This design comes from an exercise in tuning for small area and a short achievable clock period on the open sky130 flow, not from production work.
Where RTL was checked, it was by simulation tests only, not by an equivalence proof against the original.
Only the layout flow was run in run 1; the RTL was not checked for function there.
No activity file was given, so power comes from the tool's default toggle rates.

### flow/design.v
`timescale 1ns/1ps
`default_nettype none
package rv32i_types;
	localparam logic [4:0] opc_load  = 5'b00000;
	localparam logic [4:0] opc_store = 5'b01000;
	localparam logic [4:0] opc_imm   = 5'b00100;
	localparam logic [4:0] opc_reg   = 5'b01100;
	localparam logic [4:0] opc_lui   = 5'b01101;
	localparam logic [4:0] opc_auipc = 5'b00101;
	localparam logic [4:0] opc_br    = 5'b11000;
	localparam logic [4:0] opc_jalr  = 5'b11001;
	localparam logic [4:0] opc_jal   = 5'b11011;
endpackage
`default_nettype wire
`timescale 1ns/1ps
`default_nettype none
module rf_aoi222 (
	input  wire logic a, b, c, d, e, f,
	output logic y
);
	assign y = ~((a & b) | (c & d) | (e & f));
endmodule
`default_nettype wire
`timescale 1ns/1ps
`default_nettype none
module ks_nand2 (input wire logic a, b, output logic y); assign y = ~(a & b); endmodule
module ks_nor2  (input wire logic a, b, output logic y); assign y = ~(a | b); endmodule
module ks_xor2  (input wire logic a, b, output logic y); assign y = a ^ b; endmodule
module ks_xnor2 (input wire logic a, b, output logic y); assign y = ~(a ^ b); endmodule
module ks_inv   (input wire logic a, output logic y); assign y = ~a; endmodule
module ks_a21oi (input wire logic a1, a2, b, output logic y); assign y = ~(b | (a1 & a2)); endmodule
module ks_o21ai (input wire logic a1, a2, b, output logic y); assign y = ~(b & (a1 | a2)); endmodule
module ks_majn  (input wire logic a, b, c, output logic y); assign y = ~((a & b) | (c & (a | b))); endmodule
module ks_add32 (
	input  wire logic [31:0] a,
	input  wire logic [31:0] b,
	input  wire logic        cin,
	output logic [31:0]      s,
	output logic [31:0]      a_and_b,
	output logic [31:0]      a_or_b,
	output logic [31:0]      a_xor_b
);
	logic [31:0] g [0:5];
	logic [31:0] t [0:5];
	logic [31:0] gn0, tn0;
	for (genvar i = 0; i < 32; i++) begin : l0
		ks_nand2 ug (.a(a[i]), .b(b[i]), .y(gn0[i]));
		ks_nor2  ut (.a(a[i]), .b(b[i]), .y(tn0[i]));
		ks_xor2  ux (.a(a[i]), .b(b[i]), .y(a_xor_b[i]));
		ks_inv   ia (.a(gn0[i]), .y(a_and_b[i]));
		ks_inv   io (.a(tn0[i]), .y(a_or_b[i]));
	end
	ks_majn um (.a(a[0]), .b(b[0]), .c(cin), .y(g[0][0]));
	assign g[0][31:1] = gn0[31:1];
	assign t[0]       = tn0;
	for (genvar l = 1; l < 6; l++) begin : lv
		localparam int D = 1 << (l - 1);
		for (genvar i = 0; i < 32; i++) begin : b_
			if (i < D) begin : pass
				ks_inv ug (.a(g[l-1][i]), .y(g[l][i]));
				assign t[l][i] = 1'b0;
			end else if (l % 2 == 1) begin : odd
				ks_o21ai ug (.a1(t[l-1][i]), .a2(g[l-1][i-D]), .b(g[l-1][i]), .y(g[l][i]));
				ks_nor2  ut (.a(t[l-1][i]), .b(t[l-1][i-D]), .y(t[l][i]));
			end else begin : even
				ks_a21oi ug (.a1(t[l-1][i]), .a2(g[l-1][i-D]), .b(g[l-1][i]), .y(g[l][i]));
				ks_nand2 ut (.a(t[l-1][i]), .b(t[l-1][i-D]), .y(t[l][i]));
			end
		end
	end
	ks_xor2 us0 (.a(a_xor_b[0]), .b(cin), .y(s[0]));
	for (genvar i = 1; i < 32; i++) begin : sum_
		ks_xor2 us (.a(a_xor_b[i]), .b(g[5][i-1]), .y(s[i]));
	end
endmodule
`default_nettype wire
`default_nettype none
module ks_nand2b (input wire logic a_n, b, output logic y); assign y = ~(~a_n & b); endmodule
module ks_a221o (input wire logic a1, a2, b1, b2, c, output logic y); assign y = (a1 & a2) | (b1 & b2) | c; endmodule
module ks_a21o  (input wire logic a1, a2, b, output logic y); assign y = (a1 & a2) | b; endmodule
module ks_mux2i (input wire logic a0, a1, s, output logic y); assign y = ~(s ? a1 : a0); endmodule
module ks_cmp32 (
	input  wire logic [31:0] a,
	input  wire logic [31:0] b,
	output logic             ltu,
	output logic             lts,
	output logic             eq
);
	logic [31:0] l_ [0:5];
	logic [31:0] e_ [0:5];
	for (genvar i = 0; i < 32; i++) begin : l0
		ks_nand2b ul (.a_n(a[i]), .b(b[i]), .y(l_[0][i]));
		ks_xor2   ue (.a(a[i]), .b(b[i]), .y(e_[0][i]));
	end
	for (genvar l = 1; l < 6; l++) begin : lv
		for (genvar i = 0; i < (32 >> l); i++) begin : g_
			if (l % 2 == 1) begin : odd
				ks_o21ai ul (.a1(e_[l-1][2*i+1]), .a2(l_[l-1][2*i]), .b(l_[l-1][2*i+1]), .y(l_[l][i]));
				ks_nor2  ue (.a(e_[l-1][2*i+1]), .b(e_[l-1][2*i]), .y(e_[l][i]));
			end else begin : even
				ks_a21oi ul (.a1(e_[l-1][2*i+1]), .a2(l_[l-1][2*i]), .b(l_[l-1][2*i+1]), .y(l_[l][i]));
				ks_nand2 ue (.a(e_[l-1][2*i+1]), .b(e_[l-1][2*i]), .y(e_[l][i]));
			end
		end
		for (genvar i = (32 >> l); i < 32; i++) begin : unused
			assign l_[l][i] = 1'b0;
			assign e_[l][i] = 1'b0;
		end
	end
	assign ltu = l_[5][0];
	assign eq  = e_[5][0];
	assign lts = l_[5][0] ^ a[31] ^ b[31];
endmodule
`default_nettype wire
`timescale 1ns/1ps
`default_nettype none
import rv32i_types::*;
module rv32i_core
(
	input  wire logic         clk,
	input  wire logic         rst_n,
	input  wire logic         instr_valid,
	input  wire logic [31:0]  instr,
	input  wire logic [31:0]  mem_rdata,
	output logic              mem_read,
	output logic              mem_write,
	output logic [31:0]       mem_addr,
	output logic [31:0]       mem_wdata,
	output logic              retire_valid,
	output logic [31:0]       retire_pc,
	output logic [31:0]       retire_next_pc,
	output logic [4:0]        retire_rd,
	output logic              retire_we,
	output logic [31:0]       retire_wdata
);
	logic [4:0] opc;
	logic [2:0] f3;
	logic [4:0] ra1, ra2, rd;
	assign opc = instr[6:2];
	assign f3  = instr[14:12];
	assign rd  = instr[11:7];
	assign ra1 = instr[19:15];
	assign ra2 = instr[24:20];
	logic d_load, d_store, d_imm, d_reg, d_lui, d_auipc, d_br, d_jalr, d_jal;
	assign d_load  = opc == opc_load;
	assign d_store = opc == opc_store;
	assign d_imm   = opc == opc_imm;
	assign d_reg   = opc == opc_reg;
	assign d_lui   = opc == opc_lui;
	assign d_auipc = opc == opc_auipc;
	assign d_br    = opc == opc_br;
	assign d_jalr  = opc == opc_jalr;
	assign d_jal   = opc == opc_jal;
	logic d_alu, d_wr, d_sub, d_shift, d_sll, d_sra, d_rs2;
	assign d_alu   = d_imm | d_reg;
	assign d_wr    = ~(d_br | d_store);
	assign d_sub   = d_reg & f3 == 3'b000 & instr[30];
	assign d_shift = d_alu & f3[1:0] == 2'b01;
	assign d_sll   = d_alu & f3 == 3'b001;
	assign d_sra   = d_alu & f3 == 3'b101 & instr[30];
	assign d_rs2   = d_reg | d_br;
	logic [31:0] i_imm, s_imm, b_imm, u_imm, j_imm;
	assign i_imm = {{20{instr[31]}}, instr[31:20]};
	assign s_imm = {{20{instr[31]}}, instr[31:25], instr[11:7]};
	assign b_imm = {{20{instr[31]}}, instr[7], instr[30:25], instr[11:8], 1'b0};
	assign u_imm = {instr[31:12], 12'h000};
	assign j_imm = {{12{instr[31]}}, instr[19:12], instr[20], instr[30:21], 1'b0};
	logic [31:0] regs [1:31];
	logic [31:0] wdata;
	logic        e_we;
	logic [4:0]  e_rd;
	for (genvar i = 1; i < 32; i++) begin : rf
		always_ff @(posedge clk)
			if (!rst_n || (e_we && e_rd == 5'(i)))
				regs[i] <= rst_n ? wdata : 32'h0;
	end
	logic        fw1, fw2;
	logic [31:1] sel1, sel2;
	logic [31:0] wdata_n;
	assign fw1 = e_we & (e_rd == ra1) & (ra1 != 5'd0);
	assign fw2 = e_we & (e_rd == ra2) & (ra2 != 5'd0);
	assign wdata_n = ~wdata;
	always_comb
		for (int i = 1; i < 32; i++) begin
			sel1[i] = ra1 == 5'(i);
			sel2[i] = ra2 == 5'(i);
		end
	logic [31:0] op1, op2;
	for (genvar b = 0; b < 32; b++) begin : rd_
		logic [9:0] n1, n2;
		logic       rf1_n, rf2_n;
		for (genvar g = 0; g < 10; g++) begin : g_
			rf_aoi222 p1 (
				.a(sel1[3*g+1]), .b(regs[3*g+1][b]),
				.c(sel1[3*g+2]), .d(regs[3*g+2][b]),
				.e(sel1[3*g+3]), .f(regs[3*g+3][b]),
				.y(n1[g])
			);
			rf_aoi222 p2 (
				.a(sel2[3*g+1]), .b(regs[3*g+1][b]),
				.c(sel2[3*g+2]), .d(regs[3*g+2][b]),
				.e(sel2[3*g+3]), .f(regs[3*g+3][b]),
				.y(n2[g])
			);
		end
		assign rf1_n = &n1 & ~(sel1[31] & regs[31][b]);
		assign rf2_n = &n2 & ~(sel2[31] & regs[31][b]);
		ks_mux2i m1 (.a0(rf1_n), .a1(wdata_n[b]), .s(fw1), .y(op1[b]));
		ks_mux2i m2 (.a0(rf2_n), .a1(wdata_n[b]), .s(fw2), .y(op2[b]));
	end
	logic        v;
	logic [31:0] pc, npc, pc_d;
	assign pc_d = v ? npc : pc;
	logic [31:0] cmp_b;
	logic        eq, ltu, lts, taken_d, slt_d;
	assign cmp_b   = d_rs2 ? op2 : i_imm;
	ks_cmp32 cmp_i (.a(op1), .b(cmp_b), .ltu(ltu), .lts(lts), .eq(eq));
	assign taken_d = (f3[2] ? (f3[1] ? ltu : lts) : eq) ^ f3[0];
	assign slt_d   = f3[0] ? ltu : lts;
	logic [31:0] x_imm, x_d;
	assign x_imm = d_jal ? j_imm : d_br ? b_imm : u_imm;
	assign x_d   = d_store ? op2 : d_lui ? u_imm : pc_d + x_imm;
	logic [31:0] sh_in, sh2, a_d, b_d;
	logic [1:0]  sh_lo;
	logic        fill_d;
	always_comb
		for (int i = 0; i < 32; i++)
			sh_in[i] = d_sll ? op1[31 - i] : op1[i];
	assign fill_d = d_sra & op1[31];
	assign sh_lo  = d_reg ? op2[1:0] : instr[21:20];
	assign sh2    = 32'({{3{fill_d}}, sh_in} >> sh_lo);
	assign a_d = d_shift ? sh2 : op1;
	assign b_d = {32{d_sub}} ^ (d_rs2 ? op2 : d_store ? s_imm : i_imm);
	logic        e_ld, e_st;
	logic [31:0] ra, rb, rx;
	logic        e_sub, e_fill, e_slt;
	logic [2:0]  e_sh;
	logic        n_x, n_sum, n_p4;
	logic        s_sum, s_and, s_or, s_xor, s_sll, s_sr, s_slt, s_x, s_link;
	always_ff @(posedge clk) begin
		if (!rst_n) begin
			v    <= 1'b0;
			e_we <= 1'b0;
			e_ld <= 1'b0;
			e_st <= 1'b0;
			pc   <= 32'h0;
		end else begin
			v    <= instr_valid;
			e_we <= instr_valid & d_wr;
			e_ld <= instr_valid & d_load;
			e_st <= instr_valid & d_store;
			if (v)
				pc <= npc;
		end
	end
	always_ff @(posedge clk) begin
		ra     <= a_d;
		rb     <= b_d;
		rx     <= x_d;
		e_rd   <= d_wr ? rd : 5'd0;
		e_sub  <= d_sub;
		e_fill <= fill_d;
		e_sh   <= d_reg ? op2[4:2] : instr[24:22];
		e_slt  <= slt_d;
		n_x    <= d_jal | (d_br & taken_d);
		n_sum  <= d_jalr;
		n_p4   <= ~(d_jal | d_jalr | (d_br & taken_d));
		s_sum  <= d_alu & f3 == 3'b000;
		s_sll  <= d_sll;
		s_slt  <= d_alu & f3[2:1] == 2'b01;
		s_xor  <= d_alu & f3 == 3'b100;
		s_sr   <= d_alu & f3 == 3'b101;
		s_or   <= d_alu & f3 == 3'b110;
		s_and  <= d_alu & f3 == 3'b111;
		s_x    <= d_lui | d_auipc;
		s_link <= d_jal | d_jalr;
	end
	logic [31:0] sum, pc4, r_and, r_or, r_xor;
	ks_add32 add_i (
		.a       (ra),
		.b       (rb),
		.cin     (e_sub),
		.s       (sum),
		.a_and_b (r_and),
		.a_or_b  (r_or),
		.a_xor_b (r_xor)
	);
	assign pc4 = pc + 32'd4;
	logic [31:0] shr, shr_rev;
	assign shr = 32'({{28{e_fill}}, ra} >> {e_sh, 2'b00});
	always_comb
		for (int i = 0; i < 32; i++)
			shr_rev[i] = shr[31 - i];
	logic [31:0] wd_rest, npc_rest;
	assign wd_rest = ({32{s_and}}  & r_and)
		       | ({32{s_or}}   & r_or)
		       | ({32{s_xor}}  & r_xor)
		       | ({32{s_sr}}   & shr)
		       | ({32{s_sll}}  & shr_rev)
		       | ({32{s_x}}    & rx)
		       | ({32{s_link}} & pc4)
		       | {31'h0, s_slt & e_slt};
	assign npc_rest = ({32{n_x}} & rx) | ({32{n_p4}} & pc4);
	for (genvar i = 0; i < 32; i++) begin : out_
		ks_a221o uw (.a1(s_sum), .a2(sum[i]), .b1(e_ld), .b2(mem_rdata[i]), .c(wd_rest[i]), .y(wdata[i]));
		if (i == 0) begin : b0
			assign npc[i] = npc_rest[i];
		end else begin : bn
			ks_a21o un (.a1(n_sum), .a2(sum[i]), .b(npc_rest[i]), .y(npc[i]));
		end
	end
	assign mem_read       = e_ld;
	assign mem_write      = e_st;
	assign mem_addr       = sum;
	assign mem_wdata      = rx;
	assign retire_valid   = v;
	assign retire_pc      = pc;
	assign retire_next_pc = npc;
	assign retire_rd      = e_rd;
	assign retire_we      = e_we;
	assign retire_wdata   = wdata;
endmodule
`default_nettype wire
### flow/constraint.sdc
create_clock -name core_clock -period 10.0 [get_ports {clk}]
set_input_delay 2.0000 -clock core_clock [delete_from_list [all_inputs] [get_ports {clk}]]
set_output_delay 2.0000 -clock core_clock [all_outputs]
set_load 0.01 [all_outputs]
### flow/run.sh
#!/bin/bash
# synth_recipe.tcl (not shown) runs the flow's synth.tcl, then flattens the netlist and writes it again
# the make line also repeats each setting of config.mk as NAME=value (left out here)
make -C /OpenROAD-flow-scripts/flow DESIGN_CONFIG=/design/flow/config.mk WORK_HOME=/design/flow/orfs CLKGATE_MAP_FILE= SYNTH_SCRIPT=/design/flow/synth_recipe.tcl finish
### flow/config.mk
export PLATFORM = sky130hd
export DESIGN_NAME = rv32i_core
export DESIGN_NICKNAME = rv32i_core
export VERILOG_FILES = /design/flow/design.v
export SDC_FILE = /design/flow/constraint.sdc
export NUM_CORES = 4
export LEC_CHECK = 0
export CAP_MARGIN = 20
export CORE_MARGIN = 2
export CORE_UTILIZATION = 55
export SETUP_SLACK_MARGIN = 5
export SLEW_MARGIN = 20
export SYNTH_HIERARCHICAL = 1
export SYNTH_MINIMUM_KEEP_SIZE = 0
==> key figures, run 1 <==
Clocking
  – CTS Buffer Depth: 3
  – TritonCTS sink count: approximately 1100
  – Root Buffer: clkbuf_16
  – Worst-Skew Late Latency: roughly 0.74 ns
  – Clk slew on worst S/H paths: 0.06 ns
  – # H-tree levels: 3
  – TritonCTS clock tree: yes
  – Num CTS Buffers: around 110

Critical path
  – Worst r2r src: pc[2]
  – CP Launch Type: primary input
  – Crit path required time: about 11 ns
  – Worst-path fanout max: 14
  – Critical Path AT: between 7 and 8 ns
  – Kind of critical path: primary input to flop
  – Critical path endpoint: n_x
  – Reg2reg end: n_x
  – CP startpoint: instr[16]
  – Worst Reg-to-Reg Cells: 30
  – Register-to-register path setup slack: between 4 and 5 ns
  – CP Capture Type: flop

Yosys
  – EDFF count, synth: roughly 990
  – Synthesized Nets: 4321
  – Sequential area share after synthesis: between 60 and 70%
  – Synth cell types: 72
  – FFs w/ async S/R, synth: 0%
  – Synthesized area per cell: between 10 and 15 um^2
  – YS warnings: 19
  – Syn Inst Count: between 4000 and 5000
  – Main flop type after synthesis: edfxtp_1
  – Syn Std Cell Area: between 50000 and 60000 um^2
  – Register bit count reported by yosys: about 1100

Routing
  – Total Wirelength: roughly 270 mm
  – Wirelength per Cell: 41.5 um
  – ANT nets after route: 0
  – Residual DRC: 0
  – DR vias: between 50000 and 60000
  – Pre-Repair DR Iteration Count: 19
  – First DRT Iteration DRCs: between 10000 and 15000
  – Vias/cell: 7.90

Floorplanning
  – Die ar.: approximately 100000 um^2
  – Row Count: roughly 120
  – I/O Pins: 236
  – Die height: between 300 and 400 um
  – Initial Util: about 56%
  – Core Region: about 99000 um^2
  – Die span in x: around 320 um

Global routing
  – Initial antenna violation count: 17
  – Gr usage total: 50.5%
  – Vias in the first global route: between 40000 and 50000
  – Total grt overflow: 0
  – Largest net degree at the start of global routing: 66
  – Global-route wire length before repair: 361 mm

Run
  – Max cap viols: 0

Timing
  – Final setup violation count: 0
  – Tmin final: approximately 6.4 ns
  – Final critical-path share of the clock period: between 60% and 70%
  – Pins Over Slew Limit: 0
  – Final hold vios: 0
  – Setup tns final: 0 ns
  – Worst-margin pin slew: about 1.4 ns
  – Clock skew: ~0.038 ns
  – RSZ-0062 raised after global routing: true
  – Max-slew headroom: a little under a tenth
  – FMAX: around 160 MHz
  – Final WS setup: around 3.6 ns

Final layout
  – Layout Area Growth over Synthesis: 34.1%
  – Commonest non-fill, non-tap cells in the layout: edfxtp_1 (992), a222oi_1 (643), buf_4 (454), nand2_1 (315), nand4_1 (153)
  – Share of cells above drive strength 1: approximately a third
  – Leading cell type in the layout, fill and taps excluded: edfxtp_1
  – Total Nets Final: between 5000 and 6000
  – Final core occ: 74.5%

Pwr
  – Max VDD drop: approximately 0.00017 V
  – Pwr/cell area: roughly 180 nW/um^2
  – Leak pwr: approximately 27 nW
  – Total power: approximately 13 mW

Placed design
  – Placer Congestion: roughly 1.1
  – Dpl ws: 1.33 ns
  – Buffers on Ports: 233
  – DP HPWL: roughly 160 mm

Run status
  – Status: finished clean

Worst hold path
  – HP Class: flop to flop
-- state kept, by name, indices dropped and copies added, names as in the netlist, 3 cells and up --
name	count
pc	32
e_rd	5
e_sh	3
regs	992
rb	32
ra	32
rx	32
-- metal layers --
layer	up-vias	GRT usage, %	part of all wire (%)
met3	1504	19.3	16
met2	5304	74.4	42
met1	24600	57.2	30
met4	6	45.0	12
li1	19800	-	-
met5	-	0.236	0.014
-- repair_timing --
action,4_1_cts,5_1_grt
gates resized for setup,1152,319
hold buffers,0,0
gates cloned,24,5
pin swaps,330,173
endpoints found under the setup margin,197,125
buffers inserted,371,96
-- Yosys stat by module, one instance, submodules excluded, a selection --
| module | flops+latches | cells | area (um^2) | copies in the design |
|---|---|---|---|---|
| ks_majn | 0 | 2 | 12.5 | 1 |
| ks_cmp32 | 0 | 1 | 23.8 | 1 |
| rv32i_core | 1147 | 2881 | 44000 | 1 |
| ks_a221o | 0 | 1 | 10.0 | 32 |
| ks_o21ai | 0 | 1 | 5.00 | 93 |
| ks_nor2 | 0 | 1 | 3.75 | 105 |
| ks_a21oi | 0 | 1 | 8.76 | 62 |
| ks_nand2 | 0 | 1 | 3.75 | 84 |
| ks_a21o | 0 | 1 | 7.51 | 31 |
| ks_nand2b | 0 | 1 | 6.26 | 32 |
-- final cells by class --
type,instances,area [um^2]
Multi-Input combinational cell,2816,25800
Timing Repair Buffer,881,8610
Inverter,141,544
Clock buffer,135,2930
Sequential cell,1147,33100
Tap cell,1287,1610
Fill cell,6289,25200
Antenna cell,10,25.0
Clock inverter,71,800
-- per-stage QoR --
stage / cell area (um^2) / hold slack [ns] / cells
2_1_floorplan: 55100 / 0.594 / 4218
3_3_place_gp: 60200 / 0.670 / 5773
3_5_place_dp: 60300 / 0.664 / 5776
4_1_cts: 71300 / 0.673 / 6377
5_1_grt: 73400 / 0.721 / 6481
6_report: 73400 / 0.690 / 6488
-- worst min-delay path by stage --
stage	start	endpoint	slack, ns	depth (start not counted)
final	pc[3]	pc[3]	0.69	2
after global routing	pc[3]	pc[3]	0.72	2
after CTS	pc[2]	pc[2]	0.67	2
after detailed placement	pc[31]	pc[31]	0.66	2
after global placement	pc[31]	pc[31]	0.67	2
after floorplan	pc[0]	pc[0]	0.59	2
-- critical path, cell delays in order --
cell and delay, ns:
buf_12 0.13, nand3b_1 0.14, buf_6 0.16, nor2_4 0.07, buf_4 0.21, a222oi_1 0.41
nand4_1 0.98, a2111oi_2 0.77, mux2i_2 0.28, xor2_1 0.22, nor2_1 0.20, nand2_2 0.12
o21ai_4 0.21, a21oi_2 0.07, o21ai_2 0.16, xor3_1 0.25, mux2i_1 0.17, a21oi_2 0.09
xor2_1 0.16, a21o_1 0.20
-- synthesized netlist by cell type (all sizes together) (5+ instances only) --
master / count / area, um^2
or2: 7 / 43.8
edfxtp: 992 / 29800
nand2: 384 / 1440
a22oi: 80 / 601
inv: 140 / 526
o21a: 5 / 37.5
clkbuf: 103 / 387
mux2: 46 / 518
xnor2: 37 / 324
o22ai: 7 / 43.8
dfxtp: 155 / 3100
buf: 27 / 145
a22o: 38 / 333
and2: 68 / 425
or3: 7 / 43.8
nand3b: 6 / 45.0
a221o: 47 / 470
nor2b: 27 / 169
a2111oi: 65 / 569
nor2: 230 / 866
a21oi: 149 / 978
mux2i: 119 / 1190
nand2b: 47 / 294
mux4: 31 / 706
xor2: 153 / 1340
a211oi: 12 / 90.1
a21o: 68 / 510
a222oi: 643 / 6440
nand3: 44 / 220
nand4: 153 / 957
nor3: 14 / 75.1
o21ai: 213 / 1070
and3: 12 / 75.1
o211ai: 5 / 37.5
ha: 35 / 438
-- power by group --
part           switching (mW)  internal [mW]  total (mW)
Combinational            1.73           1.07        2.80
Clock                    1.88           2.49        4.37
Sequential              0.247           5.47        5.72
Total                    3.86           9.04        12.9
-- logic make-up after synthesis --
logic type	Yosys count	share of synthesized area (%)
AO/OA/AOI/OAI	1360	20.8
XOR/XNOR	191	3.08
adder cells (fa/ha/maj)	36	0.837
buffers and inverters	271	1.94
flip-flops	1147	60.1
multiplexers	196	4.41
AND/OR/NAND/NOR	1017	8.79
==> run 2, diff against run 1 <==
--- a/flow/design.v
+++ b/flow/design.v
@@ -112,6 +112,12 @@
 	assign lts = l_[5][0] ^ a[31] ^ b[31];
 endmodule
 `default_nettype wire
+`default_nettype none
+module ks_nand3 (input wire logic a, b, c, output logic y); assign y = ~(a & b & c); endmodule
+module ks_nand4 (input wire logic a, b, c, d, output logic y); assign y = ~(a & b & c & d); endmodule
+module ks_nor3  (input wire logic a, b, c, output logic y); assign y = ~(a | b | c); endmodule
+module ks_and2  (input wire logic a, b, output logic y); assign y = a & b; endmodule
+`default_nettype wire
 `timescale 1ns/1ps
 `default_nettype none
 import rv32i_types::*;
@@ -180,15 +186,27 @@
 	assign fw1 = e_we & (e_rd == ra1) & (ra1 != 5'd0);
 	assign fw2 = e_we & (e_rd == ra2) & (ra2 != 5'd0);
 	assign wdata_n = ~wdata;
-	always_comb
-		for (int i = 1; i < 32; i++) begin
-			sel1[i] = ra1 == 5'(i);
-			sel2[i] = ra2 == 5'(i);
+	logic [3:0] lo1, lo2;
+	logic [7:0] hi1, hi2;
+	always_comb begin
+		for (int i = 0; i < 4; i++) begin
+			lo1[i] = ra1[1:0] == 2'(i);
+			lo2[i] = ra2[1:0] == 2'(i);
 		end
+		for (int i = 0; i < 8; i++) begin
+			hi1[i] = ra1[4:2] == 3'(i);
+			hi2[i] = ra2[4:2] == 3'(i);
+		end
+	end
+	for (genvar i = 1; i < 32; i++) begin : sel_
+		ks_and2 s1 (.a(hi1[i / 4]), .b(lo1[i % 4]), .y(sel1[i]));
+		ks_and2 s2 (.a(hi2[i / 4]), .b(lo2[i % 4]), .y(sel2[i]));
+	end
 	logic [31:0] op1, op2;
 	for (genvar b = 0; b < 32; b++) begin : rd_
 		logic [9:0] n1, n2;
-		logic       rf1_n, rf2_n;
+		logic       rf1_n, rf2_n, t1, t2;
+		logic [2:0] h1, h2;
 		for (genvar g = 0; g < 10; g++) begin : g_
 			rf_aoi222 p1 (
 				.a(sel1[3*g+1]), .b(regs[3*g+1][b]),
@@ -203,8 +221,16 @@
 				.y(n2[g])
 			);
 		end
-		assign rf1_n = &n1 & ~(sel1[31] & regs[31][b]);
-		assign rf2_n = &n2 & ~(sel2[31] & regs[31][b]);
+		ks_nand2 q1 (.a(sel1[31]), .b(regs[31][b]), .y(t1));
+		ks_nand2 q2 (.a(sel2[31]), .b(regs[31][b]), .y(t2));
+		ks_nand4 h1a (.a(n1[0]), .b(n1[1]), .c(n1[2]), .d(n1[3]), .y(h1[0]));
+		ks_nand4 h1b (.a(n1[4]), .b(n1[5]), .c(n1[6]), .d(n1[7]), .y(h1[1]));
+		ks_nand3 h1c (.a(n1[8]), .b(n1[9]), .c(t1), .y(h1[2]));
+		ks_nand4 h2a (.a(n2[0]), .b(n2[1]), .c(n2[2]), .d(n2[3]), .y(h2[0]));
+		ks_nand4 h2b (.a(n2[4]), .b(n2[5]), .c(n2[6]), .d(n2[7]), .y(h2[1]));
+		ks_nand3 h2c (.a(n2[8]), .b(n2[9]), .c(t2), .y(h2[2]));
+		ks_nor3 r1 (.a(h1[0]), .b(h1[1]), .c(h1[2]), .y(rf1_n));
+		ks_nor3 r2 (.a(h2[0]), .b(h2[1]), .c(h2[2]), .y(rf2_n));
 		ks_mux2i m1 (.a0(rf1_n), .a1(wdata_n[b]), .s(fw1), .y(op1[b]));
 		ks_mux2i m2 (.a0(rf2_n), .a1(wdata_n[b]), .s(fw2), .y(op2[b]));
 	end
@@ -215,9 +241,16 @@
 	logic        eq, ltu, lts, taken_d, slt_d;
 	assign cmp_b   = d_rs2 ? op2 : i_imm;
 	ks_cmp32 cmp_i (.a(op1), .b(cmp_b), .ltu(ltu), .lts(lts), .eq(eq));
-	assign taken_d = (f3[2] ? (f3[1] ? ltu : lts) : eq) ^ f3[0];
-	assign slt_d   = f3[0] ? ltu : lts;
-	logic [31:0] x_imm, x_d;
+	logic sgn, k_lt1, k_lt0, k_eq1, k_eq0, jmp_x, jmp_n;
+	assign sgn   = op1[31] ^ cmp_b[31];
+	assign k_lt1 = d_br & f3[2] & (f3[1] | ~sgn) & ~f3[0] | d_br & f3[2] & ~f3[1] & sgn & f3[0];
+	assign k_lt0 = d_br & f3[2] & (f3[1] | ~sgn) & f3[0] | d_br & f3[2] & ~f3[1] & sgn & ~f3[0];
+	assign k_eq1 = d_br & ~f3[2] & ~f3[0];
+	assign k_eq0 = d_br & ~f3[2] & f3[0];
+	assign taken_d = (ltu ? k_lt1 : k_lt0) | (eq ? k_eq1 : k_eq0);
+	assign slt_d   = ltu ^ (~f3[0] & sgn);
+	logic [31:0] x_imm, x_d, p4_d;
+	assign p4_d = pc_d + 32'd4;
 	assign x_imm = d_jal ? j_imm : d_br ? b_imm : u_imm;
 	assign x_d   = d_store ? op2 : d_lui ? u_imm : pc_d + x_imm;
 	logic [31:0] sh_in, sh2, a_d, b_d;
@@ -232,7 +265,7 @@
 	assign a_d = d_shift ? sh2 : op1;
 	assign b_d = {32{d_sub}} ^ (d_rs2 ? op2 : d_store ? s_imm : i_imm);
 	logic        e_ld, e_st;
-	logic [31:0] ra, rb, rx;
+	logic [31:0] ra, rb, rx, pc4;
 	logic        e_sub, e_fill, e_slt;
 	logic [2:0]  e_sh;
 	logic        n_x, n_sum, n_p4;
@@ -257,6 +290,7 @@
 		ra     <= a_d;
 		rb     <= b_d;
 		rx     <= x_d;
+		pc4    <= p4_d;
 		e_rd   <= d_wr ? rd : 5'd0;
 		e_sub  <= d_sub;
 		e_fill <= fill_d;
@@ -275,7 +309,7 @@
 		s_x    <= d_lui | d_auipc;
 		s_link <= d_jal | d_jalr;
 	end
-	logic [31:0] sum, pc4, r_and, r_or, r_xor;
+	logic [31:0] sum, r_and, r_or, r_xor;
 	ks_add32 add_i (
 		.a       (ra),
 		.b       (rb),
@@ -285,28 +319,31 @@
 		.a_or_b  (r_or),
 		.a_xor_b (r_xor)
 	);
-	assign pc4 = pc + 32'd4;
 	logic [31:0] shr, shr_rev;
 	assign shr = 32'({{28{e_fill}}, ra} >> {e_sh, 2'b00});
 	always_comb
 		for (int i = 0; i < 32; i++)
 			shr_rev[i] = shr[31 - i];
-	logic [31:0] wd_rest, npc_rest;
-	assign wd_rest = ({32{s_and}}  & r_and)
-		       | ({32{s_or}}   & r_or)
-		       | ({32{s_xor}}  & r_xor)
-		       | ({32{s_sr}}   & shr)
-		       | ({32{s_sll}}  & shr_rev)
-		       | ({32{s_x}}    & rx)
-		       | ({32{s_link}} & pc4)
-		       | {31'h0, s_slt & e_slt};
-	assign npc_rest = ({32{n_x}} & rx) | ({32{n_p4}} & pc4);
+	logic [31:0] wd_rest_n, npc_rest_n;
+	assign wd_rest_n = ~(({32{s_and}}  & r_and)
+			   | ({32{s_or}}   & r_or)
+			   | ({32{s_xor}}  & r_xor)
+			   | ({32{s_sr}}   & shr)
+			   | ({32{s_sll}}  & shr_rev)
+			   | ({32{s_x}}    & rx)
+			   | ({32{s_link}} & pc4)
+			   | {31'h0, s_slt & e_slt});
+	assign npc_rest_n = ~(({32{n_x}} & rx) | ({32{n_p4}} & pc4));
 	for (genvar i = 0; i < 32; i++) begin : out_
-		ks_a221o uw (.a1(s_sum), .a2(sum[i]), .b1(e_ld), .b2(mem_rdata[i]), .c(wd_rest[i]), .y(wdata[i]));
+		logic ws_n, wl_n, ns_n;
+		ks_nand2 ws (.a(s_sum), .b(sum[i]), .y(ws_n));
+		ks_nand2 wl (.a(e_ld), .b(mem_rdata[i]), .y(wl_n));
+		ks_nand3 uw (.a(ws_n), .b(wl_n), .c(wd_rest_n[i]), .y(wdata[i]));
 		if (i == 0) begin : b0
-			assign npc[i] = npc_rest[i];
+			assign npc[i] = ~npc_rest_n[i];
 		end else begin : bn
-			ks_a21o un (.a1(n_sum), .a2(sum[i]), .b(npc_rest[i]), .y(npc[i]));
+			ks_nand2 ns (.a(n_sum), .b(sum[i]), .y(ns_n));
+			ks_nand2 un (.a(ns_n), .b(npc_rest_n[i]), .y(npc[i]));
 		end
 	end
 	assign mem_read       = e_ld;
--- a/flow/config.mk
+++ b/flow/config.mk
@@ -8,7 +8,10 @@
 export CAP_MARGIN = 20
 export CORE_MARGIN = 2
 export CORE_UTILIZATION = 55
+export CTS_CLUSTER_DIAMETER = 60
+export CTS_CLUSTER_SIZE = 20
 export SETUP_SLACK_MARGIN = 5
 export SLEW_MARGIN = 20
 export SYNTH_HIERARCHICAL = 1
 export SYNTH_MINIMUM_KEEP_SIZE = 0
+export TNS_END_PERCENT = 10
==> run 2 against run 1 <==
Critical endpoint unchanged. Via count down 7.1%. Cell count down 2.9%. Worst hold slack worse by 0.097 ns. Power down 6.1%. Highest routed layer unchanged. Still clean. Die area up 2.1%. Flip-flop and latch count up 32. Clock power down 6.2%. Clock-buffer cell count down 36. Critical path depth up 3. Critical path type unchanged.
==> key figures, run 2 <==
Clocking
  – TritonCTS clock tree: yes
  – Clk slew on worst S/H paths: 0.06 ns (about the same)
  – Worst-Skew Late Latency: 0.75 ns (about the same)
  – CTS Hold Bufs: 0 (unchanged)
  – Num CTS Buffers: 95 (-15%)
  – # H-tree levels: 3 (unchanged)
  – CTS Buffer Depth: 3 (unchanged)
  – Root Buffer: clkbuf_16
  – TritonCTS sink count: 1179 (+2.8%)

Critical path
  – Critical Path AT: 6.40 ns (-0.62 ns)
  – Crit-path most repeated cell: buf_12
  – Kind of critical path: primary input to flop
  – Slowest CP cell: nand4_1
  – CP Launch Type: primary input
  – CP cell instances: buf_6 -> buf_12 -> clkinvlp_4 -> nor3_4 -> and2_4 -> buf_12 -> buf_12 -> a222oi_1 -> nand4_1 -> nor3_4 -> mux2i_2 -> a21oi_4 -> inv_2 -> xor2_1 -> nor2_1 -> nand2_1 -> nor2_4 -> nand2_2 -> o21ai_2 -> xnor2_2 -> a21oi_2 -> xor2_1 -> a21o_1
  – CP Capture Type: flop
  – Crit path required time: 10.59 ns (about the same)
  – Slowest stage delay, CP: 0.63 ns (-0.35 ns)
  – Worst-path fanout max: 7 (-7)

Global routing
  – Initial antenna violation count: 14 (-3)
  – Global-route wire length before repair: 331 mm (-8.3%)
  – Largest net degree at the start of global routing: 66 (unchanged)
  – Gr usage total: 45.3% (-5.2 points)
  – Vias in the first global route: 43700 (-7.4%)
  – Total grt overflow: 0 (unchanged)

Timing
  – RSZ-0062 raised after global routing: true
  – Pins Over Slew Limit: 0 (unchanged)
  – FMAX: 172 MHz (+10%)
  – WHS: 0.593 ns (-0.0965 ns)
  – Worst-margin pin slew: 1.15 ns (-0.211 ns)
  – Final critical-path share of the clock period: 58.2% (-5.9 points)
  – Tmin final: 5.82 ns (-0.594 ns)
  – Clock skew: 0.0532 ns (+0.0155 ns)
  – Final WS setup: 4.18 ns (+0.594 ns)
  – Final hold vios: 0 (unchanged)
  – Final setup violation count: 0 (unchanged)
  – Setup tns final: 0 ns (unchanged)
  – Max-slew headroom: 23.6% (+14 points)

Routing
  – Vias/cell: 7.56 (-4.4%)
  – Residual DRC: 0 (unchanged)
  – Total Wirelength: 241 mm (-10%)
  – First DRT Iteration DRCs: 11900 (-7.0%)
  – Pre-Repair DR Iteration Count: 14 (-5)
  – Wirelength per Cell: 38.3 um (-7.7%)
  – DR vias: 47600 (-7.1%)
  – ANT nets after route: 0 (unchanged)

Pwr
  – Leak pwr: 24.8 nW (-9.2%)
  – Max VDD drop: 0.000181 V (+8.0%)
  – Pwr/cell area: 179 nW/um^2 (+2.0%)
  – Total power: 12.1 mW (-6.1%)

Yosys
  – YS warnings: 19 (unchanged)
  – Synthesized area per cell: 12.8 um^2 (-1.3%)
  – Synthesized Nets: 4465 (+3.3%)
  – Syn Inst Count: 4363 (+3.4%)
  – Syn Std Cell Area: 55900 um^2 (+2.1%)

Floorplanning
  – Row Count: 116 (+0.87%)
  – Initial Util: 55.6% (+0.12 points)
  – Core Region: 100000 um^2 (+1.9%)
  – Die span in x: 323 um (+1.0%)
  – Die height: 323 um (+1.0%)
  – Die ar.: 104000 um^2 (+2.1%)
  – I/O Pins: 236 (unchanged)

Final layout
  – Max reg flops: 992 (unchanged)
  – Largest register by flop count: regs
  – Total Nets Final: 4961 (-4.6%)
  – Layout fillers: 7562 (+20%)
  – Leading cell type in the layout, fill and taps excluded: edfxtp_1
  – Commonest non-fill, non-tap cells in the layout: edfxtp_1 (992), a222oi_1 (671), nand2_1 (425), buf_4 (235), clkdlybuf4s50_1 (205)
  – Layout Area Growth over Synthesis: 20.8%
  – Share of cells above drive strength 1: 21.5% (-12 points)

Placed design
  – Buffers on Ports: 233 (unchanged)
  – Placer Congestion: 1.05 (-6.1%)
  – DP HPWL: 165 mm (+1.6%)
  – Dpl ws: 1.86 ns (+0.528 ns)

Worst hold path
  – HP Class: flop to flop

Run
  – Max cap viols: 0 (unchanged)

Run status
  – Status: finished clean
[run 2: final timing paths]
| path | start | to | slack [ns] | cells past startpoint |
|---|---|---|---|---|
| worst max register to register | ra[0] | rx[28] | 4.74 | 22 |
| worst min register to register | pc[12] | pc[12] | 0.59 | 2 |
| worst max-delay path | instr[22] | n_x | 4.18 | 23 |
| worst min-delay path | pc[12] | pc[12] | 0.59 | 2 |
[run 2: metrics by stage]
stage                     util, %  cells  cell area (um^2)
after floorplan                 -   4363             56000
after global placement       60.9   5999             61100
after detailed placement     60.9   6000             61100
after CTS                    66.3   6262             66600
after global routing         67.2   6297             67500
final                        67.3   6301             67500
[run 2: power breakdown]
| part | total (mW) | internal (mW) | switching, mW | leakage [nW] |
|---|---|---|---|---|
| registers | 5.87 | 5.61 | 0.257 | 11.8 |
| clock network | 4.10 | 2.07 | 2.03 | 1.62 |
| logic | 2.14 | 0.768 | 1.38 | 11.4 |
| total | 12.1 | 8.45 | 3.66 | 24.8 |
[run 2: layout make-up]
cell class	count	area [um^2]	share of cell area [%]
inverters	170	659	0.976
flip-flops and latches	1179	33600	49.8
well taps	1357	1700	2.51
multi-input cells	2899	23300	34.5
repair buffers	514	4840	7.17
diodes	8	20.0	0.0296
clock inverters	75	986	1.46
clock buffers	99	2400	3.56
[run 2: metal layers]
layer,wire (um),part of all wire [%],track usage [%],up-vias
li1,-,-,-,19300
met1,82600,34,59.4,23300
met2,101000,42,65.1,4276
met3,38300,16,14.1,722
met4,19300,8.0,29.5,12
met5,76,0.031,0,-
[run 2: repair_timing]
item                                    in CTS  in global routing
resized for setup                          415                194
endpoints found under the setup margin     197                142
setup buffers                               85                 27
pin swaps                                   83                 35
gates cloned                                 3                  4
[run 2: worst max-delay path, delay by kind of cell]
family / cells / cell delay (ns)
muxes: 1 / 0.17
xor gates and xnor gates: 3 / 0.49
and+or+nand+nor: 8 / 1.94
AOI/OAI and AO/OA: 5 / 1.06
buffers and inverters: 6 / 0.71
==> run 3, diff against run 2 <==
--- a/flow/design.v
+++ b/flow/design.v
@@ -118,6 +118,10 @@
 module ks_nor3  (input wire logic a, b, c, output logic y); assign y = ~(a | b | c); endmodule
 module ks_and2  (input wire logic a, b, output logic y); assign y = a & b; endmodule
 `default_nettype wire
+`default_nettype none
+module ks_and3  (input wire logic a, b, c, output logic y); assign y = a & b & c; endmodule
+module ks_mux2  (input wire logic a0, a1, s, output logic y); assign y = s ? a1 : a0; endmodule
+`default_nettype wire
 `timescale 1ns/1ps
 `default_nettype none
 import rv32i_types::*;
@@ -238,8 +242,14 @@
 	logic [31:0] pc, npc, pc_d;
 	assign pc_d = v ? npc : pc;
 	logic [31:0] cmp_b;
-	logic        eq, ltu, lts, taken_d, slt_d;
-	assign cmp_b   = d_rs2 ? op2 : i_imm;
+	logic        eq, ltu, lts, slt_d;
+	logic [31:0] cb_rest_n;
+	logic        cb_rf_n;
+	assign cb_rf_n   = ~(d_rs2 & ~fw2);
+	assign cb_rest_n = ~(({32{d_rs2 & fw2}} & wdata) | ({32{~d_rs2}} & i_imm));
+	for (genvar b = 0; b < 32; b++) begin : cb_
+		ks_o21ai u (.a1(cb_rf_n), .a2(rd_[b].rf2_n), .b(cb_rest_n[b]), .y(cmp_b[b]));
+	end
 	ks_cmp32 cmp_i (.a(op1), .b(cmp_b), .ltu(ltu), .lts(lts), .eq(eq));
 	logic sgn, k_lt1, k_lt0, k_eq1, k_eq0, jmp_x, jmp_n;
 	assign sgn   = op1[31] ^ cmp_b[31];
@@ -247,8 +257,14 @@
 	assign k_lt0 = d_br & f3[2] & (f3[1] | ~sgn) & f3[0] | d_br & f3[2] & ~f3[1] & sgn & ~f3[0];
 	assign k_eq1 = d_br & ~f3[2] & ~f3[0];
 	assign k_eq0 = d_br & ~f3[2] & f3[0];
-	assign taken_d = (ltu ? k_lt1 : k_lt0) | (eq ? k_eq1 : k_eq0);
-	assign slt_d   = ltu ^ (~f3[0] & sgn);
+	logic m_lt_n, m_eq_n, njal, njj, nx_d, np4_d;
+	assign njal = ~d_jal;
+	assign njj  = ~(d_jal | d_jalr);
+	ks_mux2i mlt (.a0(k_lt0), .a1(k_lt1), .s(ltu), .y(m_lt_n));
+	ks_mux2i meq (.a0(k_eq0), .a1(k_eq1), .s(eq), .y(m_eq_n));
+	ks_nand3 unx (.a(m_lt_n), .b(m_eq_n), .c(njal), .y(nx_d));
+	ks_and3  unp (.a(m_lt_n), .b(m_eq_n), .c(njj), .y(np4_d));
+	assign slt_d = ltu ^ (~f3[0] & sgn);
 	logic [31:0] x_imm, x_d, p4_d;
 	assign p4_d = pc_d + 32'd4;
 	assign x_imm = d_jal ? j_imm : d_br ? b_imm : u_imm;
@@ -296,9 +312,9 @@
 		e_fill <= fill_d;
 		e_sh   <= d_reg ? op2[4:2] : instr[24:22];
 		e_slt  <= slt_d;
-		n_x    <= d_jal | (d_br & taken_d);
+		n_x    <= nx_d;
 		n_sum  <= d_jalr;
-		n_p4   <= ~(d_jal | d_jalr | (d_br & taken_d));
+		n_p4   <= np4_d;
 		s_sum  <= d_alu & f3 == 3'b000;
 		s_sll  <= d_sll;
 		s_slt  <= d_alu & f3[2:1] == 2'b01;
==> flow/flow/run.sh (new file) <==
#!/bin/bash
# Standard layout, with plain buffers on the ports instead of the delay
# cells that buffer_ports picks by default.
set -e
cp standard.sh standard_sh.log
export BUFFER_PORTS_ARGS="-buffer_cell sky130_fd_sc_hd__buf_2"
bash standard.sh > standard.log 2>&1
==> flow/standard.sh (new file) <==
#!/bin/bash
# synth_recipe.tcl (not shown) runs the flow's synth.tcl, then flattens the netlist and writes it again
# the make line also repeats each setting of config.mk as NAME=value (left out here)
make -C /OpenROAD-flow-scripts/flow DESIGN_CONFIG=/design/flow/config.mk WORK_HOME=/design/flow/orfs CLKGATE_MAP_FILE= SYNTH_SCRIPT=/design/flow/synth_recipe.tcl "${@:-finish}"
--- a/flow/config.mk
+++ b/flow/config.mk
@@ -7,9 +7,11 @@
 export LEC_CHECK = 0
 export CAP_MARGIN = 20
 export CORE_MARGIN = 2
-export CORE_UTILIZATION = 55
+export CORE_UTILIZATION = 60
+export CTS_BUF_LIST = sky130_fd_sc_hd__clkbuf_8 sky130_fd_sc_hd__clkbuf_16
 export CTS_CLUSTER_DIAMETER = 60
 export CTS_CLUSTER_SIZE = 20
+export PLACE_DENSITY = 0.7
 export SETUP_SLACK_MARGIN = 5
 export SLEW_MARGIN = 20
 export SYNTH_HIERARCHICAL = 1
removed: flow/run.sh
==> run 3 against run 2 <==
Still clean. Power decreased by 2.2%. Register-to-register slack improved by 0.28 ns. Fmax increased by 14%. Largest cell class unchanged.
==> key figures, run 3 <==
Placed design
  – Placer Congestion: 1.10 (+4.6%)
  – Dpl ws: 3.40 ns (+1.54 ns)
  – Buffers on Ports: 233 (unchanged)
  – DP HPWL: 156 mm (-5.3%)

Timing
  – FMAX: 195 MHz (+14%)
  – Setup tns final: 0 ns (unchanged)
  – Max-slew headroom: 26.1% (+2.5 points)
  – Clock skew: 0.0672 ns (+0.0141 ns)
  – Pins Over Slew Limit: 0 (unchanged)
  – Worst-margin pin slew: 1.11 ns (-0.0381 ns)
  – Final setup violation count: 0 (unchanged)
  – Final critical-path share of the clock period: 51.2% (-7.0 points)
  – Final hold vios: 0 (unchanged)
  – WHS: 0.577 ns (-0.0162 ns)
  – RSZ-0062 raised after global routing: true
  – Final WS setup: 4.88 ns (+0.697 ns)
  – Tmin final: 5.12 ns (-0.697 ns)

Final layout
  – Share of cells above drive strength 1: 24.3% (+2.7 points)
  – Leading cell type in the layout, fill and taps excluded: edfxtp_1
  – Layout Area Growth over Synthesis: 18.1%
  – Commonest non-fill, non-tap cells in the layout: edfxtp_1 (992), a222oi_1 (671), nand2_1 (429), buf_2 (222), inv_1 (164)
  – Max reg flops: 992 (unchanged)
  – Total Nets Final: 4947 (-0.28%)
  – Largest register by flop count: regs

Critical path
  – Top delay family on crit path: simple AND/OR/NAND/NOR gates
  – CP cell instances: buf_8 -> and3b_2 -> and2_4 -> buf_12 -> a222oi_1 -> nand4_1 -> nor3_4 -> mux2i_4 -> xor2_2 -> nor2_4 -> nand2_4 -> o21ai_2 -> a21oi_2 -> o21ai_2 -> mux2i_1 -> and3_1
  – CP bufs+invs: 2 (-4)
  – Worst-path fanout max: 16 (+9)
  – Critical Path AT: 5.76 ns (-0.64 ns)
  – CP Capture Type: flop
  – CP Launch Type: primary input
  – Slowest CP cell: nand4_1
  – Crit path required time: 10.64 ns (+0.05 ns)
  – Kind of critical path: primary input to flop
  – Crit-path most repeated cell: o21ai_2
  – Slowest stage delay, CP: 0.57 ns (-0.06 ns)

Floorplanning
  – Die height: 310 um (-3.9%)
  – Core Region: 93200 um^2 (-7.2%)
  – Row Count: 112 (-3.4%)
  – I/O Pins: 236 (unchanged)
  – Initial Util: 60.4% (+4.8 points)
  – Die span in x: 310 um (-3.9%)
  – Die ar.: 96300 um^2 (-7.6%)

Clocking
  – TritonCTS sink count: 1179 (unchanged)
  – Num CTS Buffers: 88 (-7.4%)
  – TritonCTS clock tree: yes
  – # H-tree levels: 3 (unchanged)
  – Clk slew on worst S/H paths: 0.08 ns (+0.02 ns)
  – Root Buffer: clkbuf_16
  – CTS Hold Bufs: 0 (unchanged)
  – CTS Buffer Depth: 3 (unchanged)
  – Worst-Skew Late Latency: 0.75 ns (about the same)

Pwr
  – Clk pwr share: 32.3% (-1.6 points)
  – Total power: 11.8 mW (-2.2%)
  – Leak pwr: 24.6 nW (-1.2%)
  – Sequential power share: 49.5% (+1.1 points)
  – P_sw: 3.63 mW (-0.78%)
  – Max VDD drop: 0.000186 V (+3.2%)
  – Comb pwr share: 18.2% (+0.5 points)
  – Internal power: 8.21 mW (-2.8%)
  – Sw frac: 30.7% (+0.43 points)
  – Pwr/cell area: 178 nW/um^2 (-0.61%)

Worst hold path
  – HP Class: flop to flop

Routing
  – Total Wirelength: 240 mm (-0.67%)
  – First DRT Iteration DRCs: 12500 (+5.2%)
  – ANT nets after route: 0 (unchanged)
  – Wirelength per Cell: 38.9 um (+1.5%)
  – Pre-Repair DR Iteration Count: 14 (unchanged)
  – Vias/cell: 7.95 (+5.2%)
  – Residual DRC: 0 (unchanged)
  – DR vias: 49000 (+3.0%)

Global routing
  – Gr usage total: 47.6% (+2.4 points)
  – Largest net degree at the start of global routing: 66 (unchanged)
  – Vias in the first global route: 44400 (+1.7%)
  – Total grt overflow: 0 (unchanged)
  – Initial antenna violation count: 10 (-4)
  – Global-route wire length before repair: 322 mm (-2.5%)

Run
  – Max cap viols: 0 (unchanged)

Yosys
  – Synthesized Nets: 4528 (+1.4%)
  – Syn Std Cell Area: 56300 um^2 (+0.73%)
  – YS warnings: 19 (unchanged)
  – Synthesized area per cell: 12.7 um^2 (-0.72%)
  – Syn Inst Count: 4427 (+1.5%)

Run status
  – Status: finished clean
==> run 3: cell count changes in the layout (fill, tap and decap cells not counted), moves of 20 or more <==
cell             previous run  this run
dfxtp_1                   134       154
nor3_4                      6        27
o21ai_1                    90       112
xnor2_1                    42        72
clkdlybuf4s50_1           205         0
xor2_1                    124        90
a21o_1                     57        35
buf_2                       4       222
nor3_2                     64        43
nor2_1                    119        99
a21oi_1                    95       135
buf_4                     235       153
==> run 3: final timing paths <==
check / from / end / slack (ns) / depth (start not counted)
setup / recovery: instr[19] / n_p4 / 4.88 / 16
hold / removal: pc[2] / pc4[2] / 0.58 / 1
setup reg to reg: ra[10] / rx[31] / 5.02 / 23
hold reg to reg: pc[2] / pc4[2] / 0.58 / 1
==> run 3: power groups by stage <==
stage | logic, mW | clock network, mW | registers (mW)
final | 2.16 | 3.82 | 5.86
after global routing | 2.21 | 3.99 | 5.88
after CTS | 1.90 | 3.80 | 5.84
after detailed placement | 1.75 | 0 | 5.94
after global placement | 1.74 | 0 | 5.92
after floorplan | 0.976 | 0 | 5.86
==> run 3: routing by layer <==
layer	vias up	global-route usage (%)	wire, um
met3	1135	15.8	40000
li1	19400	-	-
met1	23500	59.7	75800
met4	2	31.5	21600
met2	4973	70.8	102000
met5	-	0	13
==> run 3: cell type report <==
class / instances / area, um^2
flip-flops and latches: 1179 / 33600
fillers: 6480 / 26700
multi-input cells: 2956 / 24000
repair buffers: 455 / 3560
clock buffers: 90 / 2230
well taps: 1254 / 1570
clock inverters: 61 / 837
inverters: 166 / 639
diodes: 7 / 17.5
==> run 3: per-stage QoR <==
| step | cells | cell area [um^2] | utilization, % |
|---|---|---|---|
| after floorplan | 4427 | 56400 | - |
| after global placement | 5922 | 59900 | 64.3 |
| after detailed placement | 5923 | 60000 | 64.3 |
| after CTS | 6101 | 64500 | 69.2 |
| after global routing | 6164 | 66500 | 71.3 |
| final | 6168 | 66500 | 71.3 |
==> run 3: worst reg2reg max path: cells and delay by family (launching register included) <==
| family | cells | cell delay, ns |
|---|---|---|
| and+or+nand+nor | 7 | 1.19 |
| muxes | 1 | 0.21 |
| AOI/OAI and AO/OA | 9 | 1.85 |
| adders and majority gates | 1 | 0.37 |
| DFF | 1 | 0.39 |
| xor gates and xnor gates | 2 | 0.35 |
| buffers and inverters | 3 | 0.50 |
==> run 3: repair_timing <==
action,CTS,global route
pin swaps,75,120
setup endpoints to repair,139,117
gates resized for setup,278,342
setup buffers,27,47
gates cloned,0,11
==> run 4, diff against run 3 <==
--- a/flow/config.mk
+++ b/flow/config.mk
@@ -8,7 +8,6 @@
 export CAP_MARGIN = 20
 export CORE_MARGIN = 2
 export CORE_UTILIZATION = 60
-export CTS_BUF_LIST = sky130_fd_sc_hd__clkbuf_8 sky130_fd_sc_hd__clkbuf_16
 export CTS_CLUSTER_DIAMETER = 60
 export CTS_CLUSTER_SIZE = 20
 export PLACE_DENSITY = 0.7
@@ -16,4 +15,4 @@
 export SLEW_MARGIN = 20
 export SYNTH_HIERARCHICAL = 1
 export SYNTH_MINIMUM_KEEP_SIZE = 0
-export TNS_END_PERCENT = 10
+export TNS_END_PERCENT = 25
==> run 4 against run 3 <==
Wire length fell by 0.87%. Clock-buffer cell count rose by 4. Combinational power barely moved. Global-route usage rose by 0.14 points. Sequential power barely moved. Sequential share of layout area rose by 0.23 points. Worst hold slack improved by 0.0020 ns. Non-clock buffer count fell by 12. Synthesized area did not move. First-iteration DRC count fell by 2.9%. Flip-flop and latch count did not move. Synthesized cell count did not move. Highest routed layer unchanged.
==> key figures, run 4 <==
Timing
  – Max-slew headroom: 27.5% (+1.4 points)
  – Tmin final: 5.13 ns (+0.00878 ns)
  – Worst-margin pin slew: 1.09 ns (-0.0203 ns)
  – Pins Over Slew Limit: 0 (unchanged)
  – Final critical-path share of the clock period: 51.3% (+0.088 points)
  – Setup tns final: 0 ns (unchanged)
  – RSZ-0062 raised after global routing: true
  – FMAX: 195 MHz (-0.17%)
  – Final hold vios: 0 (unchanged)
  – WHS: 0.579 ns (+0.00203 ns)
  – Clock skew: 0.0590 ns (-0.00820 ns)
  – Final setup violation count: 0 (unchanged)

Routing
  – ANT nets after route: 0 (unchanged)
  – Total Wirelength: 238 mm (-0.87%)
  – Wirelength per Cell: 38.6 um (-0.60%)
  – First DRT Iteration DRCs: 12200 (-2.9%)
  – Vias/cell: 7.88 (-0.82%)
  – Pre-Repair DR Iteration Count: 14 (unchanged)
  – DR vias: 48500 (-1.1%)
  – Residual DRC: 0 (unchanged)

Floorplanning
  – Die height: 310 um (unchanged)
  – Die ar.: 96300 um^2 (unchanged)
  – Die span in x: 310 um (unchanged)
  – Initial Util: 60.4% (unchanged)
  – I/O Pins: 236 (unchanged)
  – Row Count: 112 (unchanged)
  – Core Region: 93200 um^2 (unchanged)

Final layout
  – Share of cells above drive strength 1: 23.9% (-0.36 points)
  – Commonest non-fill, non-tap cells in the layout: edfxtp_1 (992), a222oi_1 (671), nand2_1 (429), buf_2 (222), inv_1 (160)
  – Largest register by flop count: regs
  – Total Nets Final: 4934 (-0.26%)
  – Leading cell type in the layout, fill and taps excluded: edfxtp_1
  – Layout Cell Area excl Fill: 66200 um^2 (-0.43%)
  – Final std cells w/o fill: 6151 (-0.28%)
  – Max reg flops: 992 (unchanged)
  – Layout Area Growth over Synthesis: 17.6%

Placed design
  – Placer Congestion: 1.10 (unchanged)
  – DP HPWL: 156 mm (unchanged)
  – Buffers on Ports: 233 (unchanged)
  – Placed Area: 60000 um^2 (unchanged)
  – Inst Count DP: 5923 (unchanged)

Yosys
  – YS warnings: 19 (unchanged)
  – Syn Std Cell Area: 56300 um^2 (unchanged)
  – Synthesized Nets: 4528 (unchanged)
  – Syn Inst Count: 4427 (unchanged)
  – Synthesized area per cell: 12.7 um^2 (unchanged)

Critical path
  – CP Capture Type: output port
  – Top delay family on crit path: buffers and inverters
  – CP bufs+invs: 5 (+3)
  – Worst-path fanout max: 6 (-10)
  – CP Launch Type: flop
  – CP cell instances: a21o_1 -> o21ai_2 -> o21ai_2 -> buf_4 -> a21oi_2 -> inv_1 -> inv_1 -> clkinvlp_4 -> xor2_4 -> nand2_1 -> nand3_4 -> buf_2
  – Slowest stage delay, CP: 0.38 ns (-0.19 ns)
  – Slowest CP cell: dfxtp_4
  – Kind of critical path: flop to output port
  – Crit path required time: 8.00 ns (-2.64 ns)
  – Critical Path AT: 3.13 ns (-2.63 ns)

Clocking
  – CTS Hold Bufs: 0 (unchanged)
  – Worst-Skew Late Latency: 0.73 ns (-0.02 ns)
  – TritonCTS clock tree: yes
  – CTS Buffer Depth: 3 (unchanged)
  – Num CTS Buffers: 88 (unchanged)
  – TritonCTS sink count: 1179 (unchanged)
  – Clk slew on worst S/H paths: 0.09 ns (about the same)
  – Root Buffer: clkbuf_16
  – # H-tree levels: 3 (unchanged)

Global routing
  – Largest net degree at the start of global routing: 66 (unchanged)
  – Global-route wire length before repair: 324 mm (+0.36%)
  – Gr usage total: 47.8% (+0.14 points)
  – Initial antenna violation count: 8 (-2)
  – Total grt overflow: 0 (unchanged)
  – Vias in the first global route: 44500 (+0.32%)

Worst hold path
  – HP Class: flop to flop

Run
  – Max cap viols: 0 (unchanged)

Pwr
  – Pwr/cell area: 179 nW/um^2 (+0.30%)
  – Total power: 11.8 mW (-0.14%)
  – Max VDD drop: 0.000185 V (-0.63%)
  – Leak pwr: 24.4 nW (-0.50%)

Run status
  – Status: finished clean
## run 4: repair_timing
item                       4_1_cts  5_1_grt
setup buffers                   31       33
resized for setup              344      231
gates cloned                     0        8
setup endpoints to repair      139      110
pin swaps                       93      107
## run 4: metrics by stage
| stage | util (%) | setup WS [ns] |
|---|---|---|
| 4_1_cts | 69.5 | 4.87 |
| 5_1_grt | 71.0 | 4.84 |
| 6_report | 71.0 | 4.87 |
| 2_1_floorplan | - | 4.53 |
| 3_3_place_gp | 64.3 | 3.43 |
| 3_5_place_dp | 64.3 | 3.40 |
## run 4: worst paths after layout
path,from,end,slack [ns],depth (start not counted)
max,ra[0],retire_wdata[4],4.87,12
min,pc[1],pc4[1],0.58,1
max reg2reg,ra[0],rx[28],5.22,23
min reg2reg,pc[1],pc4[1],0.58,1
## run 4: area by class of cell
type	instances	area, um^2
diodes	3	7.51
fillers	6528	27000
inverters	166	636
well taps	1254	1570
repair buffers	443	3310
clock inverters	57	822
clock buffers	94	2240
flip-flops and latches	1179	33600
multi-input cells	2955	24000
## run 4: power breakdown
part	leakage, nW	internal, mW	switching (mW)	total (mW)
clock	1.48	1.92	1.90	3.82
combinational	11.2	0.681	1.46	2.14
sequential	11.8	5.61	0.260	5.87
## run 4: metal layers
metal | wire length (um) | track usage (%) | up-vias | part of all wire, %
met5 | 46 | 0.0506 | - | 0.019
met3 | 39600 | 16.4 | 1101 | 17
met2 | 101000 | 70.7 | 4826 | 43
met4 | 21300 | 31.6 | 6 | 8.9
li1 | - | - | 19300 | -
met1 | 75500 | 59.7 | 23200 | 32
==> run 5, diff against run 4 <==
--- a/flow/config.mk
+++ b/flow/config.mk
@@ -15,4 +15,4 @@
 export SLEW_MARGIN = 20
 export SYNTH_HIERARCHICAL = 1
 export SYNTH_MINIMUM_KEEP_SIZE = 0
-export TNS_END_PERCENT = 25
+export TNS_END_PERCENT = 10
==> run 5 against run 4 <==
Still clean on timing, DRC and antenna. Synthesized area unchanged. Cell count increased by 0.15%. Via count increased by 0.55%. Register-to-register slack got worse by 0.15 ns. Power about the same. Utilization decreased by 0.085 points. Clock power about the same. Sequential power about the same. Worst hold slack got worse by 0.0019 ns. Wire length decreased by 0.43%. Non-clock buffer count increased by 1. Critical endpoint is now retire_wdata[18]. Largest power group unchanged.
==> key figures, run 5 <==
Timing
  – FMAX: 195 MHz (about the same)
  – Final critical-path share of the clock period: 51.2% (about the same)
  – RSZ-0062 raised after global routing: true
  – WHS: 0.577 ns (-0.00186 ns)
  – Pins Over Slew Limit: 0 (unchanged)
  – Max-slew headroom: 24.1% (-3.3 points)
  – Final setup violation count: 0 (unchanged)
  – Tmin final: 5.12 ns (-0.00352 ns)
  – Clock skew: 0.0650 ns (+0.00597 ns)
  – Worst-margin pin slew: 1.14 ns (+0.0502 ns)
  – Setup tns final: 0 ns (unchanged)
  – Final hold vios: 0 (unchanged)

Critical path
  – Crit path required time: 8.00 ns (about the same)
  – Critical Path AT: 3.12 ns (about the same)
  – Worst-path fanout max: 20 (+14)
  – CP Launch Type: flop
  – Kind of critical path: flop to output port
  – CP Capture Type: output port

Floorplanning
  – Die ar.: 96300 um^2 (unchanged)
  – Die height: 310 um (unchanged)
  – Initial Util: 60.4% (unchanged)
  – Row Count: 112 (unchanged)
  – I/O Pins: 236 (unchanged)
  – Core Region: 93200 um^2 (unchanged)
  – Die span in x: 310 um (unchanged)

Clocking
  – TritonCTS sink count: 1179 (unchanged)
  – # H-tree levels: 3 (unchanged)
  – Clk slew on worst S/H paths: 0.09 ns (about the same)
  – TritonCTS clock tree: yes
  – Worst-Skew Late Latency: 0.74 ns (about the same)
  – Num CTS Buffers: 88 (unchanged)
  – Root Buffer: clkbuf_16
  – CTS Hold Bufs: 0 (unchanged)
  – CTS Buffer Depth: 3 (unchanged)

Routing
  – DR vias: 48800 (+0.55%)
  – Pre-Repair DR Iteration Count: 14 (unchanged)
  – Total Wirelength: 237 mm (-0.43%)
  – First DRT Iteration DRCs: 11800 (-3.0%)
  – Wirelength per Cell: 38.4 um (-0.58%)
  – ANT nets after route: 0 (unchanged)
  – Vias/cell: 7.92 (+0.40%)
  – Residual DRC: 0 (unchanged)

Final layout
  – Layout Area Growth over Synthesis: 17.4%
  – Layout fillers: 6538 (+0.15%)
  – Max reg flops: 992 (unchanged)
  – Commonest non-fill, non-tap cells in the layout: edfxtp_1 (992), a222oi_1 (671), nand2_1 (431), buf_2 (222), inv_1 (160)
  – Share of cells above drive strength 1: 23.9% (about the same)
  – Multi-input logic area: 24000 um^2 (about the same)
  – Largest register by flop count: regs
  – Final std cells w/o fill: 6160 (+0.15%)
  – Leading cell type in the layout, fill and taps excluded: edfxtp_1
  – Register Area: 33600 um^2 (about the same)
  – Total Nets Final: 4936 (+0.041%)
  – Layout Cell Area excl Fill: 66100 um^2 (-0.12%)

Global routing
  – Largest net degree at the start of global routing: 66 (unchanged)
  – Global-route wire length before repair: 322 mm (-0.39%)
  – Vias in the first global route: 44400 (-0.33%)
  – Gr usage total: 47.6% (-0.15 points)
  – Initial antenna violation count: 10 (+2)
  – Total grt overflow: 0 (unchanged)

Placed design
  – Buffers on Ports: 233 (unchanged)
  – Placed Area: 60000 um^2 (unchanged)
  – Placer Congestion: 1.10 (unchanged)
  – Inst Count DP: 5923 (unchanged)
  – DP HPWL: 156 mm (unchanged)

Worst hold path
  – HP Class: flop to flop

Yosys
  – Synthesized area per cell: 12.7 um^2 (unchanged)
  – Syn Inst Count: 4427 (unchanged)
  – Synthesized Nets: 4528 (unchanged)
  – YS warnings: 19 (unchanged)
  – Syn Std Cell Area: 56300 um^2 (unchanged)

Pwr
  – Leak pwr: 24.4 nW (-0.19%)
  – Total power: 11.8 mW (about the same)
  – Pwr/cell area: 179 nW/um^2 (+0.11%)
  – Max VDD drop: 0.000186 V (+0.38%)

Run
  – Max cap viols: 0 (unchanged)

Run status
  – Status: finished clean
-- run 5: changes by cell type in the layout (fill, tap and decap cells not counted), sizes merged --
cell / before / now
buf: 435 / 442
clkbuf: 102 / 96
inv: 189 / 188
diode: 3 / 10
or2: 6 / 7
clkinvlp: 5 / 6
-- run 5: repair_timing --
item                                    4_1_cts  5_1_grt
gates cloned                                  0        3
resized for setup                           278      287
endpoints found under the setup margin      139      117
pin swaps                                    75      124
setup buffers                                27       44
-- run 5: worst max-delay path, cell delays in order, from the launching register on --
cell and delay, ns:
dfxtp_2 0.40, buf_12 0.20, mux2_2 0.36, or2_2 0.28
a21oi_1 0.13, a21oi_1 0.11, a221oi_2 0.38, nand3_2 0.32
buf_2 0.25
-- run 5: routing by layer --
metal  vias up  global-route usage, %  wire length [um]
li1      19400                      -                 -
met1     23500                   59.7             76000
met2      4785                   70.7            101000
met3      1116                   15.8             38000
met4         4                   31.7             21400
met5         -                      0               158
-- run 5: path summary, 6_finish.rpt --
kind	start	to	slack (ns)	depth (start not counted)
worst max-delay path	e_sh[1]	retire_wdata[18]	4.88	8
worst min-delay path	pc[1]	pc4[1]	0.58	1
worst max register to register	ra[8]	rx[28]	5.07	21
worst min register to register	pc[1]	pc4[1]	0.58	1
-- run 5: where the power goes --
group | leakage (nW) | internal, mW | total, mW | switching, mW
Clock | 1.48 | 1.92 | 3.82 | 1.90
Sequential | 11.8 | 5.61 | 5.86 | 0.254
Combinational | 11.1 | 0.681 | 2.14 | 1.46
Total | 24.4 | 8.21 | 11.8 | 3.62
-- run 5: metrics by stage --
| step | setup WS (ns) | utilization, % |
|---|---|---|
| 3_5_place_dp | 3.40 | 64.3 |
| 3_3_place_gp | 3.43 | 64.3 |
| 5_1_grt | 4.87 | 70.9 |
| 2_1_floorplan | 4.53 | - |
| 6_report | 4.88 | 70.9 |
| 4_1_cts | 4.87 | 69.2 |
-- run 5: cell type report --
type	count	area share [%]
repair buffers	444	4.87
inverters	166	0.967
clock inverters	57	1.24
diodes	10	0.0379
well taps	1254	2.37
flip-flops and latches	1179	50.8
multi-input cells	2956	36.3
clock buffers	94	3.40

separate check: timing with driven ports:
The flow's constraints put no driver on any port. The routed layouts listed below were extracted and timed again, unchanged, in two steps.
Step 1: set_driving_cell puts a clkbuf_16 on clk and a buf_2 on each other input, an assumption about the parent block.
Step 2 moves the port delays by t, midway between the first and last clock arrival at a register: inputs arrive t later, outputs are due t later. That takes back most of the time a late clock gives input paths.
Slacks: ideal ports / drivers / drivers and shift; pairs: ideal ports / drivers.
| run | t (ns) | setup WS [ns] | worst setup path at the end | slew at the worst register clock pin (ns) |
|---|---|---|---|---|
| run 1 | 0.793 | 3.589 / 3.456 / 2.662 | input to register | 0.07 / 0.07 |
| run 2 | 0.795 | 4.183 / 4.226 / 3.431 | input to register | 0.09 / 0.09 |
| run 3 | 0.789 | 4.881 / 4.715 / 3.926 | input to register | 0.09 / 0.09 |
| run 4 | 0.780 | 4.872 / 4.702 / 3.922 | input to register | 0.09 / 0.09 |
| run 5 | 0.783 | 4.875 / 4.719 / 3.936 | input to register | 0.09 / 0.09 |
After both steps every run listed still meets setup and hold. For run 3, which loses most, drivers alone change the setup slack by -0.166 ns; drivers and shift together by -0.955 ns.
